Source: an optimization exercise on an open RTL-to-GDS flow (aim: small area, a short achievable clock period and few clock cycles per item). Production flows keep margins and buffers that such runs may drop.
The RTL was checked by simulation tests, not by an equivalence proof against the original design.
Power is estimated from default activity; no workload was simulated.

==> 05-26: inputs <==
==> flow/design.v (excerpt) <==
module ex_stage_top (
    input  logic        clk,
    input  logic        rst_i,
    input  logic        valid_i,
    input  logic [7:0]  req_aluop_i,
    input  logic [2:0]  req_alusel_i,
    input  logic [31:0] req_reg1_i,
    input  logic [31:0] req_reg2_i,
    input  logic [4:0]  req_wd_i,
    input  logic        req_wreg_i,
    output logic        stall_o,
    output logic        wb_valid_o,
    output logic [4:0]  wb_wd_o,
    output logic        wb_wreg_o,
    output logic [31:0] wb_wdata_o
);
    ex_stage i_ex_stage (
        .clk        (clk),
        .rst_i      (rst_i),
        .valid_i    (valid_i),
        .aluop_i    (req_aluop_i),
        .alusel_i   (req_alusel_i),
        .reg1_i     (req_reg1_i),
        .reg2_i     (req_reg2_i),
        .wd_i       (req_wd_i),
        .wreg_i     (req_wreg_i),
        .stall_o    (stall_o),
        .wb_valid_o (wb_valid_o),
        .wb_wd_o    (wb_wd_o),
        .wb_wreg_o  (wb_wreg_o),
        .wb_wdata_o (wb_wdata_o)
    );
endmodule
Settings: LEC_CHECK=0, ABC_AREA=1, CAP_MARGIN=20, CORE_MARGIN=2, CORE_UTILIZATION=60, SLEW_MARGIN=20; clock period 18.5 ns.
run.sh (not shown) runs the stock make flow with config.mk's settings and CLKGATE_MAP_FILE= SYNTH_SCRIPT=/design/flow/synth_recipe.tcl, a recipe that flattens the netlist after the stock synthesis.
==> 06-16 (differences from 05-26) <==
--- a/flow/design.v
+++ b/flow/design.v
@@ -882,17 +882,18 @@
     end
 endmodule
 module ex_add64 (
     input  logic [63:0] a_i,
     input  logic [63:0] b_i,
     input  logic        ci_i,
     output logic [63:0] sum_o,
     output logic [63:0] and_o,
-    output logic [63:0] xor_o
+    output logic [63:0] xor_o,
+    output logic [63:0] carry_o
 );
     logic [63:0] g0, p0, g, p, gn, pn;
     assign g0 = a_i & b_i;
     assign p0 = a_i ^ b_i;
     always_comb begin
         g    = g0;
         p    = p0;
         g[0] = g0[0] | (p0[0] & ci_i);
@@ -907,16 +908,17 @@
             end
             g = gn;
             p = pn;
         end
     end
     assign sum_o = p0 ^ {g[62:0], ci_i};
     assign and_o = g0;
     assign xor_o = p0;
+    assign carry_o = g;
 endmodule
 module ex_stage (
     input  logic        clk,
     input  logic        rst_i,
     input  logic        valid_i,
     input  logic [7:0]  aluop_i,
     input  logic [2:0]  alusel_i,
     input  logic [31:0] reg1_i,
@@ -937,53 +939,48 @@
     logic we_hi, we_lo, trap;
     logic [1:0] cnt_q;
     assign sel_nop   = (alusel_i == 3'd0);
     assign sel_logic = (alusel_i == 3'd1);
     assign sel_shift = (alusel_i == 3'd2);
     assign sel_move  = (alusel_i == 3'd3);
     assign sel_arith = (alusel_i == 3'd4);
     assign sel_mul   = (alusel_i == 3'd5);
-    assign is_mulop = sel_mul || (sel_nop && (aluop_i[7] || aluop_i[3]));
+    assign is_mulop = sel_mul || (sel_nop && (aluop_i[5] || aluop_i[3]));
     assign last     = (cnt_q == 2'(NP - 1));
     assign stall_o  = !last && !alusel_i[1] &&
                       (alusel_i[2] ? (aluop_i[3] && aluop_i[7]) : (aluop_i[3] || aluop_i[7]));
     assign stall    = valid_i && is_mulop && !last;
     assign accept   = valid_i && !rst_i && !stall;
     always_ff @(posedge clk) begin
         if (rst_i || !stall) begin
             cnt_q <= 2'd0;
         end else begin
             cnt_q <= cnt_q + 2'd1;
         end
     end
-    assign is_acc  = sel_nop && aluop_i[7];
-    assign is_sub  = sel_nop && aluop_i[7] && aluop_i[3] && aluop_i[1];
-    assign is_mt   = sel_nop && !aluop_i[7] && !aluop_i[3] && aluop_i[4];
-    assign we_hi   = sel_nop && (aluop_i[7] || aluop_i[3] || (aluop_i[4] && !aluop_i[1]));
-    assign we_lo   = sel_nop && (aluop_i[7] || aluop_i[3] || (aluop_i[4] && aluop_i[1]));
+    assign is_acc  = sel_nop && aluop_i[5];
+    assign is_sub  = sel_nop && aluop_i[5] && aluop_i[3] && aluop_i[1];
+    assign is_mt   = sel_nop && !aluop_i[5] && !aluop_i[3] && aluop_i[4];
+    assign we_hi   = sel_nop && (aluop_i[5] || aluop_i[3] || (aluop_i[4] && !aluop_i[1]));
+    assign we_lo   = sel_nop && (aluop_i[5] || aluop_i[3] || (aluop_i[4] && aluop_i[1]));
     assign mul_sgn = aluop_i[0] ^ (aluop_i[1] || aluop_i[4]);
-    logic [31:0] shift_res, arith_res, alu_res;
-    logic        is_addsub, do_sub, is_pass;
+    logic [31:0] shift_res, arith_res;
+    logic        is_addsub, do_sub, is_pass, is_clz;
     logic [63:0] row0, row1, s_d, c_d, fb, fb2, sum, hilo;
     logic [NR*NP-1:0] d_one, d_two, d_neg;
     logic [NR-1:0]    r_one, r_two, r_neg;
     logic        acc_p_q, sub_p_q;
     ex_bitwise i_ex_bitwise (
         .left_i  (aluop_i[6]),
         .arith_i (aluop_i[0]),
         .reg1_i  (reg1_i),
         .reg2_i  (reg2_i),
         .shift_o (shift_res)
     );
-    ex_arith i_ex_arith (
-        .clo_i   (aluop_i[7] && aluop_i[0]),
-        .reg1_i  (reg1_i),
-        .count_o (arith_res)
-    );
     always_comb begin
         logic [32:0] y;
         y = {reg2_i, 1'b0};
         for (int i = 0; i < 16; i++) begin
             d_one[i] = y[2*i+1] ^ y[2*i];
             d_two[i] = (y[2*i+2] & ~y[2*i+1] & ~y[2*i]) | (~y[2*i+2] & y[2*i+1] & y[2*i]);
             d_neg[i] = y[2*i+2];
         end
@@ -1020,28 +1017,27 @@
         .one_i  (r_one),
         .two_i  (r_two),
         .neg_i  (r_neg),
         .fb_i   (fb),
         .fb2_i  (fb2),
         .row0_o (row0),
         .row1_o (row1)
     );
-    assign trap = sel_arith && !aluop_i[7] && !aluop_i[3] && !(aluop_i[6] ^ aluop_i[0]);
-    assign is_addsub = sel_arith && !aluop_i[7];
+    assign trap = sel_arith && !is_clz && !aluop_i[3] && !(aluop_i[6] ^ aluop_i[0]);
+    assign is_clz    = aluop_i[5] && aluop_i[4];
+    assign is_addsub = sel_arith && !is_clz;
     assign do_sub    = aluop_i[1] && !aluop_i[6];
-    assign is_pass = is_addsub || sel_logic;
-    assign alu_res = ({32{sel_shift}} & shift_res) |
-                     ({32{sel_arith}} & arith_res);
-    assign s_d = is_mulop ? row0 : (is_mt ? {reg1_i, reg1_i} : (is_pass ? {32'b0, reg1_i} : {32'b0, alu_res}));
+    assign is_pass = sel_arith || sel_logic;
+    assign s_d = is_mulop ? row0 : (is_mt ? {reg1_i, reg1_i} : (is_pass ? {32'b0, reg1_i} : {32'b0, shift_res}));
     assign c_d = is_mulop ? row1 : (is_pass ? {32'b0, reg2_i ^ {32{is_addsub && do_sub}}} : 64'b0);
     logic [63:0] s_q, c_q;
     logic        v_q, we_hi_q, we_lo_q, sub_q, mfhi_q, mflo_q, res_q;
-    logic        and_q, or_q, xor_q, nor_q;
-    logic [63:0] andv, xorv;
+    logic        and_q, or_q, xor_q, nor_q, clz_q, clo_q;
+    logic [63:0] andv, xorv, carry;
     logic        cin_q, trap_q, slt_q, uns_q, ovf, lt;
     logic [4:0]  wd_q;
     logic        wreg_q;
     always_ff @(posedge clk) begin
         if (rst_i) begin
             v_q     <= 1'b0;
             we_hi_q <= 1'b0;
             we_lo_q <= 1'b0;
@@ -1052,17 +1048,19 @@
         end
     end
     always_ff @(posedge clk) begin
         s_q    <= s_d;
         c_q    <= c_d;
         sub_q  <= is_sub;
         mfhi_q <= sel_move && !aluop_i[1];
         mflo_q <= sel_move && aluop_i[1];
-        res_q  <= !sel_nop && !sel_move && !sel_logic && !(is_addsub && aluop_i[3]);
+        res_q  <= sel_shift || sel_mul || (is_addsub && !aluop_i[3]);
+        clz_q  <= sel_arith && is_clz;
+        clo_q  <= aluop_i[0];
         and_q  <= sel_logic && !aluop_i[1] && !aluop_i[0];
         or_q   <= sel_logic && !aluop_i[1] &&  aluop_i[0];
         xor_q  <= sel_logic &&  aluop_i[1] && !aluop_i[0];
         nor_q  <= sel_logic &&  aluop_i[1] &&  aluop_i[0];
         cin_q  <= is_addsub && do_sub;
         trap_q <= trap;
         slt_q  <= is_addsub && aluop_i[3];
         uns_q  <= aluop_i[0];
@@ -1070,32 +1068,39 @@
         wreg_q <= wreg_i;
     end
     ex_add64 i_ex_add64 (
         .a_i   (s_q),
         .b_i   (c_q),
         .ci_i  (cin_q),
         .sum_o (sum),
         .and_o (andv),
-        .xor_o (xorv)
+        .xor_o (xorv),
+        .carry_o (carry)
+    );
+    ex_arith i_ex_arith (
+        .clo_i   (clo_q),
+        .reg1_i  (s_q[31:0]),
+        .count_o (arith_res)
     );
-    assign ovf = (s_q[31] == c_q[31]) && (sum[31] != s_q[31]);
-    assign lt  = (s_q[31] == c_q[31]) ? (s_q[31] ^ uns_q) : sum[31];
+    assign ovf = (s_q[31] == c_q[31]) && (carry[30] != s_q[31]);
+    assign lt  = (s_q[31] == c_q[31]) ? (s_q[31] ^ uns_q) : !carry[30];
     ex_hilo i_ex_hilo (
         .clk     (clk),
         .rst_i   (rst_i),
         .we_hi_i (we_hi_q),
         .we_lo_i (we_lo_q),
         .wdata_i (sum ^ {64{sub_q}}),
         .hilo_o  (hilo)
     );
     assign wb_valid_o = v_q;
     assign wb_wd_o    = wd_q;
     assign wb_wreg_o  = wreg_q && !(trap_q && ovf);
     assign wb_wdata_o = ({32{res_q}} & sum[31:0]) |
+                        ({32{clz_q}} & arith_res) |
                         ({32{and_q}} & andv[31:0]) |
                         ({32{xor_q}} & xorv[31:0]) |
                         ({32{or_q}}  & (andv[31:0] | xorv[31:0])) |
                         ({32{nor_q}} & ~(andv[31:0] | xorv[31:0])) |
                         {31'b0, slt_q && lt} |
                         ({32{mfhi_q}} & hilo[63:32]) |
                         ({32{mflo_q}} & hilo[31:0]);
 endmodule
==> notes <==
- 05-26 finished with timing, DRC and antenna clean. 06-16 finished with timing, DRC and antenna clean.
- In 06-16 the first-iteration DRC count is smaller than in 05-26, by about 0.22%.
- Of 06-16 and 05-26, 05-26 has the higher clock skew (gap 0.0050 ns).
- Against 06-16, the maximum frequency of 05-26 is smaller by about 4%.
- Synthesized cell count: 06-16 is smaller than 05-26 (0.47%).
- Clock power is about the same in 05-26 and 06-16.
- Between 06-16 and 05-26, the lower final cell count is in 06-16 (gap 0.43%, measured against 05-26).
- Against 06-16, the non-clock buffer count of 05-26 is higher by 3.
Testbench counts of 05-26, summed over its fixed seeds: cycles 19,190, items 16,000.
Testbench counts of 06-16, summed over its fixed seeds: cycles 19,190, items 16,000.

## what the ideal ports hide
The results above use ideal ports. As a check the final layouts listed here were re-extracted and re-timed, cells and wires unchanged. Step 1 assumes that a clkbuf_16 drives the clock port and a buf_2 every other input. Step 2 also shifts input and output timing later by t, the mid clock arrival at the registers, as if the neighbouring blocks saw the same clock. Slacks: ideal / step 1 / step 2; pairs: ideal / step 1.
| run | t, ns | setup WS [ns] | worst hold slack (ns) | worst slew at a driven data input, ns |
|---|---|---|---|---|
| 05-26 | 0.609 | 9.053 / 9.031 / 8.574 | 0.456 / 0.456 / 0.456 | 0.06 |
| 06-16 | 0.601 | 9.451 / 9.471 / 8.870 | 0.455 / 0.455 / 0.455 | 0.05 |
After both steps setup and hold are still met in every run listed. The setup slack of 06-16, which loses most, moves by +0.020 ns with the drivers and by -0.581 ns with both steps.
